What follows belongs to an exercise in optimizing a design on an open flow for small area, a short achievable clock period and few clock cycles; a production flow would make more cautious choices. In this exercise RTL edits were held to simulation tests only and were not proved equivalent to the original. Power figures rest on the tool's default switching activity, not on a simulated workload.

==> 10-18: inputs <==
==> flow/design.v <==
package msp_pkg;
  localparam int DATA_W    = 32;
  localparam int CFG_W     = 5;
  localparam int CFG_IDX_W = 1;
  localparam int COUNT_W   = 10;
  localparam int MAX_DIM   = 8;
  localparam int IDX_W     = 3;
endpackage
module msp_ctrl (
  input  logic                         clk_i,
  input  logic                         rst_ni,
  input  logic                         in_valid_i,
  output logic                         in_ready_o,
  input  logic                         cfg_we_i,
  input  logic [msp_pkg::CFG_IDX_W-1:0] cfg_idx_i,
  input  logic [msp_pkg::CFG_W-1:0]    cfg_data_i,
  input  logic                         last_a_i,
  input  logic                         cnt_valid_d_i,
  output logic                         take_o,
  output logic                         first_row_o,
  output logic                         first_col_o,
  output logic                         last_col_o,
  output logic                         last_o,
  output logic [msp_pkg::MAX_DIM-1:0]  col_oh_o
);
  localparam int IW = msp_pkg::IDX_W;
  logic [IW-1:0] rm1_q, cm1_q, rm1_d, cm1_d;    
  logic [IW-1:0] row_q, col_q, row_d, col_d;    
  logic          ready_q;    
  logic          last_pos_d;
  logic [msp_pkg::CFG_W-1:0] cfg_m1;
  logic [IW-1:0]             cfg_eff_m1;
  assign cfg_m1 = cfg_data_i - 5'd1;
  always_comb begin
    if (cfg_data_i == 5'd0)      cfg_eff_m1 = 3'd0;
    else if (cfg_data_i > 5'd8)  cfg_eff_m1 = 3'd7;
    else                         cfg_eff_m1 = cfg_m1[IW-1:0];
  end
  assign take_o      = in_valid_i && ready_q;
  assign first_row_o = (row_q == '0);
  assign first_col_o = (col_q == '0);
  assign last_col_o  = (col_q == cm1_q);
  assign last_o      = last_col_o && (row_q == rm1_q);
  logic one_col;
  assign one_col     = (cm1_q == 3'd0);
  always_comb begin
    col_oh_o = '0;
    col_oh_o[col_q] = 1'b1;
  end
  logic lp_cur, lp_next, lp_cfg, cfg_small, busy, stall_d;
  assign lp_cur    = last_o;
  assign cfg_small = (cfg_data_i[4:1] == 4'd0);
  always_comb begin
    if (last_o)          lp_next = (rm1_q == 3'd0) && (cm1_q == 3'd0);
    else if (last_col_o) lp_next = (row_q + 3'd1 == rm1_q) && (cm1_q == 3'd0);
    else                 lp_next = (row_q == rm1_q) && (col_q + 3'd1 == cm1_q);
  end
  assign lp_cfg = cfg_small && ((cfg_idx_i == 1'b0) ? (cm1_q == 3'd0) : (rm1_q == 3'd0));
  always_comb begin
    rm1_d = rm1_q;
    cm1_d = cm1_q;
    row_d = row_q;
    col_d = col_q;
    if (cfg_we_i) begin
      if (cfg_idx_i == 1'b0) rm1_d = cfg_eff_m1;
      else                   cm1_d = cfg_eff_m1;
      row_d = '0;
      col_d = '0;
    end else if (take_o) begin
      if (last_col_o) begin
        col_d = '0;
        row_d = (row_q == rm1_q) ? '0 : row_q + 3'd1;
      end else begin
        col_d = col_q + 3'd1;
      end
    end
    last_pos_d = cfg_we_i ? lp_cfg : (take_o ? lp_next : lp_cur);
    busy    = cnt_valid_d_i || (take_o && last_o) || last_a_i;
    stall_d = (last_pos_d && busy) || (take_o && one_col && !cfg_we_i);
  end
  always_ff @(posedge clk_i or negedge rst_ni) begin
    if (!rst_ni) begin
      rm1_q   <= 3'd3;
      cm1_q   <= 3'd3;
      row_q   <= '0;
      col_q   <= '0;
      ready_q <= 1'b0;
    end else begin
      rm1_q   <= rm1_d;
      cm1_q   <= cm1_d;
      row_q   <= row_d;
      col_q   <= col_d;
      ready_q <= !stall_d;
    end
  end
  assign in_ready_o = ready_q;
endmodule
module msp_cmp #(
  parameter int W = 32
) (
  input  logic [W-1:0] a_i,
  input  logic [W-1:0] b_i,
  output logic         gt_o,
  output logic         eq_o
);
  logic [W-1:0] g, e;
  always_comb begin
    g = a_i & ~b_i;
    e = ~(a_i ^ b_i);
    g[W-1] = ~a_i[W-1] & b_i[W-1];
    for (int n = W / 2; n >= 1; n = n / 2) begin
      for (int k = 0; k < n; k++) begin
        g[k] = g[2*k+1] | (e[2*k+1] & g[2*k]);
        e[k] = e[2*k+1] & e[2*k];
      end
    end
  end
  assign gt_o = g[0];
  assign eq_o = e[0];
endmodule
module msp_datapath (
  input  logic                               clk_i,
  input  logic                               rst_ni,
  input  logic [msp_pkg::DATA_W-1:0]         elem_value_i,
  input  logic                               take_i,
  input  logic                               first_row_i,
  input  logic                               first_col_i,
  input  logic                               last_col_i,
  input  logic                               last_i,
  input  logic [msp_pkg::MAX_DIM-1:0]        col_oh_i,
  input  logic                               cnt_ready_i,
  output logic                               cnt_valid_o,
  output logic                               cnt_valid_d_o,
  output logic                               last_a_o,
  output logic [msp_pkg::COUNT_W-1:0]        count_o
);
  localparam int DW = msp_pkg::DATA_W;
  localparam int N  = msp_pkg::MAX_DIM;
  localparam int IW = msp_pkg::IDX_W;
  logic          va_q;
  logic [DW-1:0] xa_q;
  logic          a_first_row_q, a_first_col_q, a_last_col_q, a_last_q;
  logic [N-1:0]  a_col_q;
  logic [IW-1:0] a_col_bin;
  always_ff @(posedge clk_i or negedge rst_ni) begin
    if (!rst_ni) va_q <= 1'b0;
    else         va_q <= take_i;
  end
  always_ff @(posedge clk_i) begin
    xa_q          <= elem_value_i;
    a_first_row_q <= first_row_i;
    a_first_col_q <= first_col_i;
    a_last_col_q  <= last_col_i;
    a_last_q      <= last_i;
    a_col_q       <= col_oh_i;
  end
  always_comb begin
    a_col_bin = '0;
    for (int j = 0; j < N; j++) begin
      if (a_col_q[j]) a_col_bin = IW'(j);
    end
  end
  logic [DW-1:0] cmin_q [N];
  logic [DW-1:0] cmax_q [N];
  logic [N-1:0]  ka_q, kb_q;           
  logic [DW-1:0] rmax_q, rmin_q;       
  logic [IW-1:0] jmax_q, jmin_q;       
  logic          umax_q, umin_q;       
  logic          nmax_q, nmin_q;       
  logic [DW-1:0] cmin_rd, cmax_rd;
  always_comb begin
    cmin_rd = '0;
    cmax_rd = '0;
    for (int j = 0; j < N; j++) begin
      cmin_rd |= cmin_q[j] & {DW{a_col_q[j]}};
      cmax_rd |= cmax_q[j] & {DW{a_col_q[j]}};
    end
  end
  logic gt_rmax, eq_rmax, lt_rmin, eq_rmin;
  logic lt_cmin, eq_cmin, gt_cmax, eq_cmax;
  msp_cmp #(.W(DW)) u_cmp_rmax (.a_i(xa_q),    .b_i(rmax_q),  .gt_o(gt_rmax), .eq_o(eq_rmax));
  msp_cmp #(.W(DW)) u_cmp_rmin (.a_i(rmin_q),  .b_i(xa_q),    .gt_o(lt_rmin), .eq_o(eq_rmin));
  msp_cmp #(.W(DW)) u_cmp_cmin (.a_i(cmin_rd), .b_i(xa_q),    .gt_o(lt_cmin), .eq_o(eq_cmin));
  msp_cmp #(.W(DW)) u_cmp_cmax (.a_i(xa_q),    .b_i(cmax_rd), .gt_o(gt_cmax), .eq_o(eq_cmax));
  logic a_new_rmax, a_new_rmin;
  assign a_new_rmax = a_first_col_q || gt_rmax;
  assign a_new_rmin = a_first_col_q || lt_rmin;
  always_ff @(posedge clk_i) begin
    if (va_q) begin
      if (a_new_rmax) begin
        rmax_q <= xa_q;
        jmax_q <= a_col_bin;
      end
      if (a_new_rmin) begin
        rmin_q <= xa_q;
        jmin_q <= a_col_bin;
      end
      umax_q <= a_new_rmax || (!eq_rmax && umax_q);
      umin_q <= a_new_rmin || (!eq_rmin && umin_q);
    end
  end
  logic          vb_q;
  logic [DW-1:0] xb_q;
  logic          b_first_row_q, b_first_col_q, b_last_col_q, b_last_q;
  logic [IW-1:0] b_col_q;
  logic          b_new_rmax_q, b_new_rmin_q;
  logic          b_lt_cmin_q, b_eq_cmin_q, b_gt_cmax_q, b_eq_cmax_q;
  always_ff @(posedge clk_i or negedge rst_ni) begin
    if (!rst_ni) vb_q <= 1'b0;
    else         vb_q <= va_q;
  end
  always_ff @(posedge clk_i) begin
    xb_q          <= xa_q;
    b_first_row_q <= a_first_row_q;
    b_first_col_q <= a_first_col_q;
    b_last_col_q  <= a_last_col_q;
    b_last_q      <= a_last_q;
    b_col_q       <= a_col_bin;
    b_new_rmax_q  <= a_new_rmax;
    b_new_rmin_q  <= a_new_rmin;
    b_lt_cmin_q   <= lt_cmin;
    b_eq_cmin_q   <= eq_cmin;
    b_gt_cmax_q   <= gt_cmax;
    b_eq_cmax_q   <= eq_cmax;
  end
  logic          new_cmin, new_cmax, nmax_f, nmin_f;
  logic [N-1:0]  ka_d, kb_d;
  logic          cnt_a, cnt_b;
  assign new_cmin = b_first_row_q || b_lt_cmin_q;
  assign new_cmax = b_first_row_q || b_gt_cmax_q;
  assign nmax_f   = b_new_rmax_q ? new_cmin : nmax_q;
  assign nmin_f   = b_new_rmin_q ? new_cmax : nmin_q;
  always_comb begin
    ka_d = ka_q;
    kb_d = kb_q;
    if (vb_q) begin
      if (b_first_row_q && b_first_col_q) begin
        ka_d = '0;
        kb_d = '0;
      end
      if (new_cmin || b_eq_cmin_q) ka_d[b_col_q] = 1'b0;
      if (new_cmax || b_eq_cmax_q) kb_d[b_col_q] = 1'b0;
      if (b_last_col_q) begin
        if (umax_q && nmax_f) ka_d[jmax_q] = 1'b1;
        if (umin_q && nmin_f) kb_d[jmin_q] = 1'b1;
      end
    end
  end
  assign cnt_a = |ka_d;
  assign cnt_b = |kb_d;
  always_ff @(posedge clk_i) begin
    if (vb_q) begin
      nmax_q <= nmax_f;
      nmin_q <= nmin_f;
      for (int j = 0; j < N; j++) begin
        if (b_col_q == IW'(j)) begin
          if (new_cmin) cmin_q[j] <= xb_q;
          if (new_cmax) cmax_q[j] <= xb_q;
        end
      end
    end
    ka_q <= ka_d;
    kb_q <= kb_d;
  end
  logic       cv_q, cv_d;
  logic [1:0] cnt_q;
  assign cv_d = (vb_q && b_last_q) || (cv_q && !cnt_ready_i);
  always_ff @(posedge clk_i or negedge rst_ni) begin
    if (!rst_ni) cv_q <= 1'b0;
    else         cv_q <= cv_d;
  end
  always_ff @(posedge clk_i) begin
    if (vb_q && b_last_q) cnt_q <= {cnt_a && cnt_b, cnt_a ^ cnt_b};
  end
  assign cnt_valid_o   = cv_q;
  assign cnt_valid_d_o = cv_d;
  assign last_a_o      = va_q && a_last_q;
  assign count_o       = {{(msp_pkg::COUNT_W - 2){1'b0}}, cnt_q};
endmodule
module matrix_saddle_point_count #(
  parameter int MAX_ROWS = 8,
  parameter int MAX_COLS = 8
) (
  input  logic                              clk_i,
  input  logic                              rst_ni,
  input  logic                              elem_valid_i,
  output logic                              elem_ready_o,
  input  logic signed [msp_pkg::DATA_W-1:0] elem_value_i,
  output logic                              count_valid_o,
  input  logic                              count_ready_i,
  output logic [msp_pkg::COUNT_W-1:0]       count_o,
  input  logic                              cfg_we_i,
  input  logic [msp_pkg::CFG_IDX_W-1:0]     cfg_idx_i,
  input  logic [msp_pkg::CFG_W-1:0]         cfg_data_i
);
  logic                       take, first_row, first_col, last_col, last;
  logic [msp_pkg::MAX_DIM-1:0] col_oh;
  logic                       last_a, cnt_valid_d;
  msp_ctrl u_ctrl (
    .clk_i         (clk_i),
    .rst_ni        (rst_ni),
    .in_valid_i    (elem_valid_i),
    .in_ready_o    (elem_ready_o),
    .cfg_we_i      (cfg_we_i),
    .cfg_idx_i     (cfg_idx_i),
    .cfg_data_i    (cfg_data_i),
    .last_a_i      (last_a),
    .cnt_valid_d_i (cnt_valid_d),
    .take_o        (take),
    .first_row_o   (first_row),
    .first_col_o   (first_col),
    .last_col_o    (last_col),
    .last_o        (last),
    .col_oh_o      (col_oh)
  );
  msp_datapath u_datapath (
    .clk_i         (clk_i),
    .rst_ni        (rst_ni),
    .elem_value_i  (elem_value_i),
    .take_i        (take),
    .first_row_i   (first_row),
    .first_col_i   (first_col),
    .last_col_i    (last_col),
    .last_i        (last),
    .col_oh_i      (col_oh),
    .cnt_ready_i   (count_ready_i),
    .cnt_valid_o   (count_valid_o),
    .cnt_valid_d_o (cnt_valid_d),
    .last_a_o      (last_a),
    .count_o       (count_o)
  );
endmodule
==> flow/flow/run.sh <==
#!/bin/bash
set -euo pipefail
sed -e 's/SETUP_SLACK_MARGIN=[0-9.]*/SETUP_SLACK_MARGIN=5.3/' standard.sh > standard_tight.sh
bash standard_tight.sh > standard.log 2>&1
==> flow/standard.sh <==
#!/bin/bash
# synth_recipe.tcl (not shown) runs the flow's synth.tcl, then flattens the netlist and writes it again
# the make line also repeats each setting of config.mk as NAME=value (left out here)
make -C /OpenROAD-flow-scripts/flow DESIGN_CONFIG=/design/flow/config.mk WORK_HOME=/design/flow/orfs CLKGATE_MAP_FILE= SYNTH_SCRIPT=/design/flow/synth_recipe.tcl "${@:-finish}"
==> flow/config.mk <==
export PLATFORM = sky130hd
export DESIGN_NAME = matrix_saddle_point_count
export DESIGN_NICKNAME = matrix_saddle_point_count
export VERILOG_FILES = /design/flow/design.v
export SDC_FILE = /design/flow/constraint.sdc
export NUM_CORES = 4
export LEC_CHECK = 0
export CAP_MARGIN = 20
export CORE_MARGIN = 2
export CORE_UTILIZATION = 35
export CTS_CLUSTER_DIAMETER = 50
export CTS_CLUSTER_SIZE = 40
export PLACE_DENSITY = 0.5
export SETUP_SLACK_MARGIN = 5
export SLEW_MARGIN = 20
export SYNTH_MEMORY_MAX_BITS = 16384
==> flow/constraint.sdc <==
create_clock -name core_clock -period 8.0 [get_ports {clk_i}]
set_input_delay 1.6000 -clock core_clock [delete_from_list [all_inputs] [get_ports {clk_i}]]
set_output_delay 1.6000 -clock core_clock [all_outputs]
set_load 0.01 [all_outputs]
==> inputs of 09-05, as changes to 10-18 <==
--- a/flow/config.mk
+++ b/flow/config.mk
@@ -10,5 +10,5 @@
 export CORE_UTILIZATION = 35
-export CTS_CLUSTER_DIAMETER = 50
-export CTS_CLUSTER_SIZE = 40
-export PLACE_DENSITY = 0.5
+export CTS_CLUSTER_DIAMETER = 80
+export CTS_CLUSTER_SIZE = 30
+export PLACE_DENSITY = 0.6
 export SETUP_SLACK_MARGIN = 5
==> run notes <==
- Of 10-18 and 09-05, 10-18 has the higher wire length (gap about 3.7%, measured against 09-05).
- Between 10-18 and 09-05, the lower utilization is in 09-05 (gap 1.7 points).
- Of 09-05 and 10-18, 10-18 has the higher clock power (gap about 40%, measured against 10-18).
- Against 09-05, the clock skew of 10-18 is higher by 0.0015 ns.
- In 10-18 the first-iteration DRC count is smaller than in 09-05, by 26%.
- In sequential power, 09-05 and 10-18 hardly differ.
- Non-clock buffer count: 10-18 is lower than 09-05 (16).
==> figures <==
item	09-05	10-18
Status	no timing/DRC/antenna violations	no timing/DRC/antenna violations
Slowest cell on the critical path	sky130_fd_sc_hd__dfrtp_1	sky130_fd_sc_hd__edfxtp_1
Synth-to-layout area growth	15.8%	20.5%
Routed vias	16.0k	16.2k
Clock share of power	30.9%	42.1%
Post-CTS Repair Setup Buffers	20	10
Start point of the worst min-delay path	u_datapath.a_first_row_q$_DFF_P_	u_datapath.a_last_col_q$_DFF_P_
Filler cell count	7086	6966
Share of post-route cells with drive strength above 1	13.4%	16.6%
Post-detail-place hpwl	41400 um	43700 um
R2r endpoint	u_datapath.cnt_q[0]$_DFFE_PP_	u_datapath.b_lt_cmin_q$_DFF_P_
Clock tree cell share of total cell area	4.23%	8.55%
Count of non-CTS buffers in the layout	136	120
Top achievable clock speed	364 MHz	367 MHz
GR Util All Layers	17.5%	18.6%
Maximum number of pins on one net before global-route repair	37	38
Testbench counts of 10-18, summed over its fixed seeds: cycles 3,948.
Testbench counts of 09-05, summed over its fixed seeds: cycles 3,948.

[port drivers added, routing unchanged]
The results above use ideal ports. As a check the final layouts listed here were re-extracted and re-timed, cells and wires unchanged.
Step 1, drivers: a clkbuf_16 drives clk_i and a buf_2 each remaining input, both assumed.
Step 2 adds t to the input delays and takes it off the output delays; t is the mean of the earliest and latest rising clock arrival at the registers after step 1. Input paths then give back, and output paths get back, about the clock's delay inside the block.
Three values: no drivers, after step 1, after step 2; two values: the first two.
run | shift t [ns] | setup slack, ns | worst hold slack (ns)
10-18 | 0.684 | 5.272 / 5.212 / 4.786 | 0.326 / 0.326 / 0.326
09-05 | 0.662 | 5.256 / 5.192 / 4.763 | 0.335 / 0.335 / 0.335
After both steps setup and hold are still met in every run listed. For 09-05, which loses most, drivers alone change the setup slack by -0.064 ns; drivers and shift together by -0.493 ns.
